Source: an optimization exercise on an open RTL-to-GDS flow (aim: small area, a short achievable clock period and few clock cycles). Production flows keep margins and buffers that such runs may drop. Only simulation tests tie the RTL to the original design; equivalence was not proved. Power figures rest on the tool's default switching activity, not on a simulated workload.

the baseline:
Design peak_interval_rate_estimator, start of the top module:
module peak_interval_rate_estimator #(
    parameter int DEPTH = pire_pkg::DEPTH_DEFAULT
) (
    input  logic                           clk,
    input  logic                           rst_n,
    input  logic                           start,
    output logic                           busy,
    input  logic [10:0]                    cmd,
    output logic [20:0]                    result,
    output logic                           result_valid,
    input  logic                           cfg_valid,
    output logic                           cfg_ready,
    input  logic [pire_pkg::SPACING_W-1:0] cfg_data
);
    localparam int AW   = pire_pkg::AW;
    localparam int W    = pire_pkg::SAMPLE_W;
    localparam int GB   = pire_pkg::GRP_B;
    localparam int NG   = pire_pkg::NGRP;
    localparam int CAP  = 2;
    localparam int CNTW = 2;
    logic            take, take_push, take_eval;
    logic            park, busy_reg;
    logic            eval_go;
    logic            park_next, full_next;
    logic [CNTW-1:0] cnt, cnt_next;   
    logic                        clr;
    logic [AW-1:0]               wpos;
    logic [NG-1:1]               wq_v;
    logic [NG-1:1][AW-1:0]       wq_a;
    logic [NG-1:1][W-1:0]        wq_d;
    logic [NG-1:0]               r_we;
    logic [NG-1:0][AW-1:0]       r_wa;
    logic [W-1:0]                r_wd;
    logic [DEPTH-1:0][W-1:0]     ring;
    logic [NG:1]                 sv;
    logic [NG:2][DEPTH-1:0]      sm;
    logic [NG:1]                 sa, sp;
    logic [NG:0][DEPTH-1:0]      s_eff;
    logic [NG-1:0]               s_a, s_p;
    logic             p_v;
    logic [DEPTH-1:0] hm;
    logic             w_act;
    logic [DEPTH-1:0] w_m;
    logic [AW-1:0]    w_head, w_pick;
    logic             w_empty, w_done, w_load;
    logic [DEPTH-1:0] w_below, h_below;
    logic             e_v;
  ...
For scale: ~5900 cells after synthesis, about 1200 flip-flops.
Settings: LEC_CHECK=0, ABC_AREA=1, CAP_MARGIN=20, CORE_MARGIN=2, CORE_UTILIZATION=40, SETUP_SLACK_MARGIN=2.4, SLEW_MARGIN=20; clock period 5.5 ns.
run.sh (not shown) runs the stock make flow with config.mk's settings and CLKGATE_MAP_FILE= SYNTH_SCRIPT=/design/flow/synth_recipe.tcl, a recipe that flattens the netlist after the stock synthesis.
In summary, the baseline completed successfully, with a layout that passed the timing, DRC and antenna checks.
Testbench counts of the baseline, summed over its fixed seeds: cycles 7,960.
The inputs of the candidate differ from those of the baseline as listed below.
- SETUP_SLACK_MARGIN: 2.4 -> 3.2
[summary]
Compared with the baseline, the candidate is the more power-hungry design. Compared the candidate vs the baseline, and sequential share of layout area is down in the candidate. A cell at the slowest stage of the critical path of sky130_fd_sc_hd__fa_2 is what the candidate shows, while sky130_fd_sc_hd__dfstp_2 belongs to the baseline. Compared with the baseline, in the candidate cell area climbed 4.2%; count of cell types in the netlist held steady; fraction of power consumed by combinational cells +5.1 points.

========
peak_interval_rate_estimator again, from the RTL that the note above started with.
Design peak_interval_rate_estimator, start of the top module:
module peak_interval_rate_estimator #(
    parameter int DEPTH = pire_pkg::DEPTH_DEFAULT
) (
    input  logic                           clk,
    input  logic                           rst_n,
    input  logic                           start,
    output logic                           busy,
    input  logic [10:0]                    cmd,
    output logic [20:0]                    result,
    output logic                           result_valid,
    input  logic                           cfg_valid,
    output logic                           cfg_ready,
    input  logic [pire_pkg::SPACING_W-1:0] cfg_data
);
clock: 5.5 ns
lec_check: 0
cap_margin: 20
core_margin: 2
core_utilization: 40
place_density: 0.75
setup_slack_margin: 2.6
slew_margin: 20
Testbench counts at the start, summed over its fixed seeds: cycles 7,960.
Rerun with:
PLACE_DENSITY = default   (was 0.75)
Outcome: Count of clock-buffer cells in the layout goes up by 22; global-route usage goes down by 0.23 points; final area stays flat; wire length goes down slightly; synthesized cell count stays the same; critical path depth goes down by 1.

========
Setup of raven:
peak_interval_rate_estimator again, from the RTL that the note above started with.
Settings: LEC_CHECK=0, CAP_MARGIN=20, CORE_MARGIN=2, CORE_UTILIZATION=40, SETUP_SLACK_MARGIN=2.8, SLEW_MARGIN=20; clock period 5.5 ns.
Testbench counts of raven, summed over its fixed seeds: cycles 7,960.
Input-level comparison between indigo and raven:
- changing SETUP_SLACK_MARGIN from 2.8 to 2.3
Findings:
indigo vs raven — non-clock buffer count dropped by more than a quarter
Looking at wire length of the first global-routing pass across both flows, indigo is the stronger of the two, with raven trailing.
indigo ended with every stage complete and zero timing, DRC or antenna violations.
indigo vs raven, instance count: indigo lower
The final reports for indigo and raven show met1 track utilization from global routing lower in the former.
indigo has power below what raven had.
Comparing indigo and raven, the lower part of the power in combinational logic was measured on indigo.
Worst hold slack: indigo vs raven, no meaningful difference
indigo packs its core more loosely than raven.
Total combinational power (higher): raven
Wire length (indigo vs. raven) decreases by a few percent
Min via count across indigo and raven: indigo
diff inputs: indigo => juniper
- SETUP_SLACK_MARGIN changed from 2.3 to 2.9
- ABC_AREA newly set to 1
--- outcome ---
Cell-internal power (higher): juniper
Relative to indigo, the leakage power of juniper is higher by 4.3 nW.
juniper ends up with higher row count than indigo does.
Summary of juniper over indigo: met1 track demand over resource in global routing fell 0.69 points; share of the synthesized netlist area taken by xor and xnor gates has remained practically unchanged; design area shows an increase of about 3.7%; synthesized area shows an increase of 4.0%.
Summary: with indigo as the reference, placed standard-cell area in juniper moved up by a few percent.

what the ideal ports hide:
No port has a modelled driver above. Below, the same layouts with a new extraction and two added sets of constraints. Step 1 (the two cells are an assumption about what drives the block):
set clk [get_ports {clk}]
set_driving_cell -lib_cell sky130_fd_sc_hd__clkbuf_16 $clk
set_driving_cell -lib_cell sky130_fd_sc_hd__buf_2 [delete_from_list [all_inputs] $clk]
Step 2 adds t to the input delays and takes it off the output delays; t is the mean of the earliest and latest rising clock arrival at the registers after step 1. Input paths then give back, and output paths get back, about the clock's delay inside the block. Three values: ideal ports, drivers, drivers and shift; two values: the first two.
run | t (ns) | slack for setup (ns) | slew at the worst register clock pin (ns) | pins driven straight from the clock port
the baseline | 0.847 | 2.553 / 2.471 / 2.205 | 0.07 / 0.07 | 1
the candidate | 0.833 | 2.810 / 2.810 / 2.575 | 0.07 / 0.07 | 1
the first run of note 2 | 0.839 | 2.472 / 2.472 / 2.038 | 0.07 / 0.07 | 1
the second run of note 2 | 0.833 | 2.537 / 2.537 / 1.864 | 0.06 / 0.06 | 1
raven | 0.839 | 2.464 / 2.464 / 2.198 | 0.07 / 0.07 | 1
indigo | 0.848 | 2.281 / 2.281 / 1.712 | 0.07 / 0.07 | 1
juniper | 0.839 | 2.875 / 2.875 / 2.361 | 0.07 / 0.07 | 1
After both steps setup and hold are still met in every run listed. For the second run of note 2, which loses most, drivers alone change the setup slack by 0.000 ns; drivers and shift together by -0.673 ns.
